Source: an optimization exercise on an open RTL-to-GDS flow (aim: small area and a short achievable clock period). Production flows keep margins and buffers that such runs may drop.
The RTL was checked by simulation tests, not by an equivalence proof against the original design.

## rev 12
Design fft_butterfly_pipe, start of the top module:
module fft_butterfly_pipe (
  input  logic        clk,
  input  logic        rst,
  input  logic        in_valid,
  input  logic [3:0]  rd_addrA,
  input  logic [3:0]  rd_addrB,
  input  logic [2:0]  twiddle_idx,
  input  logic [3:0]  stage,
  input  logic        bank_sel,
  input  logic        agu_done,
  input  logic [31:0] rd_dataA,
  input  logic [31:0] rd_dataB,
  output logic [2:0]  tw_addr,
  input  logic [31:0] tw_data,
  output logic        wr_en,
  output logic        wr_bank,
  output logic [3:0]  wr_addrA,
  output logic [3:0]  wr_addrB,
  output logic [31:0] wr_dataA,
  output logic [31:0] wr_dataB,
  output logic        drained,
  output logic        done_out,
  output logic        hazard_err
);
export LEC_CHECK = 0
export CAP_MARGIN = 20
export CORE_MARGIN = 2
export CORE_UTILIZATION = 55
export SLEW_MARGIN = 20
export SYNTH_HIERARCHICAL = 1
create_clock -name core_clock -period 10.0 [get_ports {clk}]
standard.sh (not shown) runs the stock make flow with config.mk's settings and CLKGATE_MAP_FILE= SYNTH_SCRIPT=/design/flow/synth_recipe.tcl, a recipe that flattens the netlist after the stock synthesis.
==> flow/flow/run.sh <==
#!/bin/bash
set -euo pipefail
export BUFFER_PORTS_ARGS="-buffer_cell sky130_fd_sc_hd__buf_1"
export SETUP_SLACK_MARGIN=5.4
export CTS_ARGS="-sink_clustering_enable -repair_clock_nets -sink_clustering_size 30 -sink_clustering_max_diameter 100 -buf_list {sky130_fd_sc_hd__clkbuf_8 sky130_fd_sc_hd__clkbuf_16} -dont_use_dummy_load"
bash standard.sh > standard.log 2>&1
Rev 12 finished end to end and its layout was clean on timing, DRC and antenna.
> inputs changed (rev 12 -> rev 13)
--- a/flow/design.v
+++ b/flow/design.v
@@ -1136,16 +1136,14 @@
   logic [22:0] x_re, y_re, x_im, y_im, x3_re, y3_re, x3_im, y3_im;
   logic        c_re, c_im, c3_re, c3_im;
   logic        wrap1, wrap2_q, wrap3_q;
   logic        agu_q, pending_done;
   logic        busy, agu_rise, drained_next, hazard_c;
   logic [17:0] a3_re, a3_im;
   logic [5:0]  lo_re, lo_im;
-  logic [17:0] s_aa_re, t_aa_re, s_aa_im, t_aa_im, s_ab_re, t_ab_re, s_ab_im, t_ab_im;
-  logic [18:0] sum_aa_re, sum_aa_im, sum_ab_re, sum_ab_im;
   logic [17:0] za_re, za_im, zb_re, zb_im;
   logic [15:0] ra_re, ra_im, rb_re, rb_im;
   always_comb begin
     case (stage)
       4'd1:    tw_addr = {twiddle_idx[0], 2'b00};
       4'd2:    tw_addr = {twiddle_idx[1:0], 1'b0};
       4'd3:    tw_addr = twiddle_idx;
@@ -1194,28 +1192,18 @@
     .y_im       (y_im),
     .c_im       (c_im)
   );
   assign lo_re = {1'b0, x3_re[4:0]} + {1'b0, y3_re[4:0]} + {5'd0, c3_re};
   assign lo_im = {1'b0, x3_im[4:0]} + {1'b0, y3_im[4:0]} + {5'd0, c3_im};
   assign a3_re = {{2{a3_q[31]}}, a3_q[31:16]};
   assign a3_im = {{2{a3_q[15]}}, a3_q[15:0]};
-  for (genvar i = 0; i < 18; i++) begin : g_csa
-    fft_fa u_fa_aa_re (.a(a3_re[i]),  .b(x3_re[i+5]), .c(y3_re[i+5]), .s(s_aa_re[i]), .co(t_aa_re[i]));
-    fft_fa u_fa_aa_im (.a(a3_im[i]),  .b(x3_im[i+5]), .c(y3_im[i+5]), .s(s_aa_im[i]), .co(t_aa_im[i]));
-    fft_fa u_fa_ab_re (.a(~a3_re[i]), .b(x3_re[i+5]), .c(y3_re[i+5]), .s(s_ab_re[i]), .co(t_ab_re[i]));
-    fft_fa u_fa_ab_im (.a(~a3_im[i]), .b(x3_im[i+5]), .c(y3_im[i+5]), .s(s_ab_im[i]), .co(t_ab_im[i]));
-  end
-  assign sum_aa_re = {s_aa_re, 1'b1} + {t_aa_re[16:0], 1'b0, lo_re[5]};
-  assign sum_aa_im = {s_aa_im, 1'b1} + {t_aa_im[16:0], 1'b0, lo_im[5]};
-  assign sum_ab_re = {s_ab_re, 1'b1} + {t_ab_re[16:0], 1'b0, lo_re[5]};
-  assign sum_ab_im = {s_ab_im, 1'b1} + {t_ab_im[16:0], 1'b0, lo_im[5]};
-  assign za_re = sum_aa_re[18:1];
-  assign za_im = sum_aa_im[18:1];
-  assign zb_re = sum_ab_re[18:1];
-  assign zb_im = sum_ab_im[18:1];
+  fft_add3 u_aa_re (.v(a3_re),  .x(x3_re[22:5]), .y(y3_re[22:5]), .c(lo_re[5]), .z(za_re));
+  fft_add3 u_aa_im (.v(a3_im),  .x(x3_im[22:5]), .y(y3_im[22:5]), .c(lo_im[5]), .z(za_im));
+  fft_add3 u_ab_re (.v(~a3_re), .x(x3_re[22:5]), .y(y3_re[22:5]), .c(lo_re[5]), .z(zb_re));
+  fft_add3 u_ab_im (.v(~a3_im), .x(x3_im[22:5]), .y(y3_im[22:5]), .c(lo_im[5]), .z(zb_im));
   always_comb begin
     ra_re = (za_re[17:15] == 3'b000 || za_re[17:15] == 3'b111) ? za_re[15:0] : {za_re[17], {15{~za_re[17]}}};
     ra_im = (za_im[17:15] == 3'b000 || za_im[17:15] == 3'b111) ? za_im[15:0] : {za_im[17], {15{~za_im[17]}}};
     rb_re = (zb_re[17:15] == 3'b000 || zb_re[17:15] == 3'b111) ? ~zb_re[15:0] : {~zb_re[17], {15{zb_re[17]}}};
     rb_im = (zb_im[17:15] == 3'b000 || zb_im[17:15] == 3'b111) ? ~zb_im[15:0] : {~zb_im[17], {15{zb_im[17]}}};
     if (wrap3_q) begin
       ra_im = 16'h8000;
@@ -1273,7 +1261,22 @@
     c3_im    <= c_im;
     wrap3_q  <= wrap2_q;
     wr_dataA <= {ra_re, ra_im};
     wr_dataB <= {rb_re, rb_im};
   end
   assign {wr_bank, wr_addrA, wr_addrB} = meta4_q;
 endmodule
+module fft_add3 (
+  input  logic [17:0] v,
+  input  logic [17:0] x,
+  input  logic [17:0] y,
+  input  logic        c,
+  output logic [17:0] z
+);
+  logic [17:0] s, t;
+  logic [18:0] sum;
+  for (genvar i = 0; i < 18; i++) begin : g_csa
+    fft_fa u_fa (.a(v[i]), .b(x[i]), .c(y[i]), .s(s[i]), .co(t[i]));
+  end
+  assign sum = {s, 1'b1} + {t[16:0], 1'b0, c};
+  assign z = sum[18:1];
+endmodule
Notes after the runs:
Result for rev 13 and rev 12: all clean. Fmax: rev 13 higher than rev 12. Rev 12 -> rev 13: clock net sink count delta 0, exact match. Between rev 13 and rev 12, the met1 layer usage reported by global route figures differ only marginally. In the metrics for rev 13 and rev 12, the one carrying the lower iteration-0 DRC count of the detailed router is rev 13. The number of tapcells of rev 13 is higher than that of rev 12. Count of clock-buffer cells in the layout, rev 13 vs rev 12: down by a few percent. Cmp rev 13 and rev 12 / number of fillers in the final layout / higher: rev 13. Any difference in total number of vias between rev 13 and rev 12 is small enough to ignore. On routed wire length, rev 13 does worse than rev 12.

## static timing again, ports no longer ideal
In the flow no input, the clock included, has a driving cell. The finished layouts below were timed again as built, in two steps.
Step 1: set_driving_cell puts a clkbuf_16 on clk and a buf_2 on each other input, an assumption about the parent block.
Step 2 times the ports against the registers' clock, not the clock port: input delays grow and output delays shrink by t, the midpoint of the rising clock arrivals with the driver on.
Three values: ideal, step 1, step 2; two values: the first two.
run	t (ns)	slack for setup (ns)	hold WS [ns]	worst setup path at the end
rev 12	0.615	5.316 / 5.272 / 5.272	0.314 / 0.314 / 0.314	input to output
rev 13	0.635	5.370 / 5.326 / 5.326	0.288 / 0.288 / 0.288	input to output
After both steps every run listed still meets setup and hold.
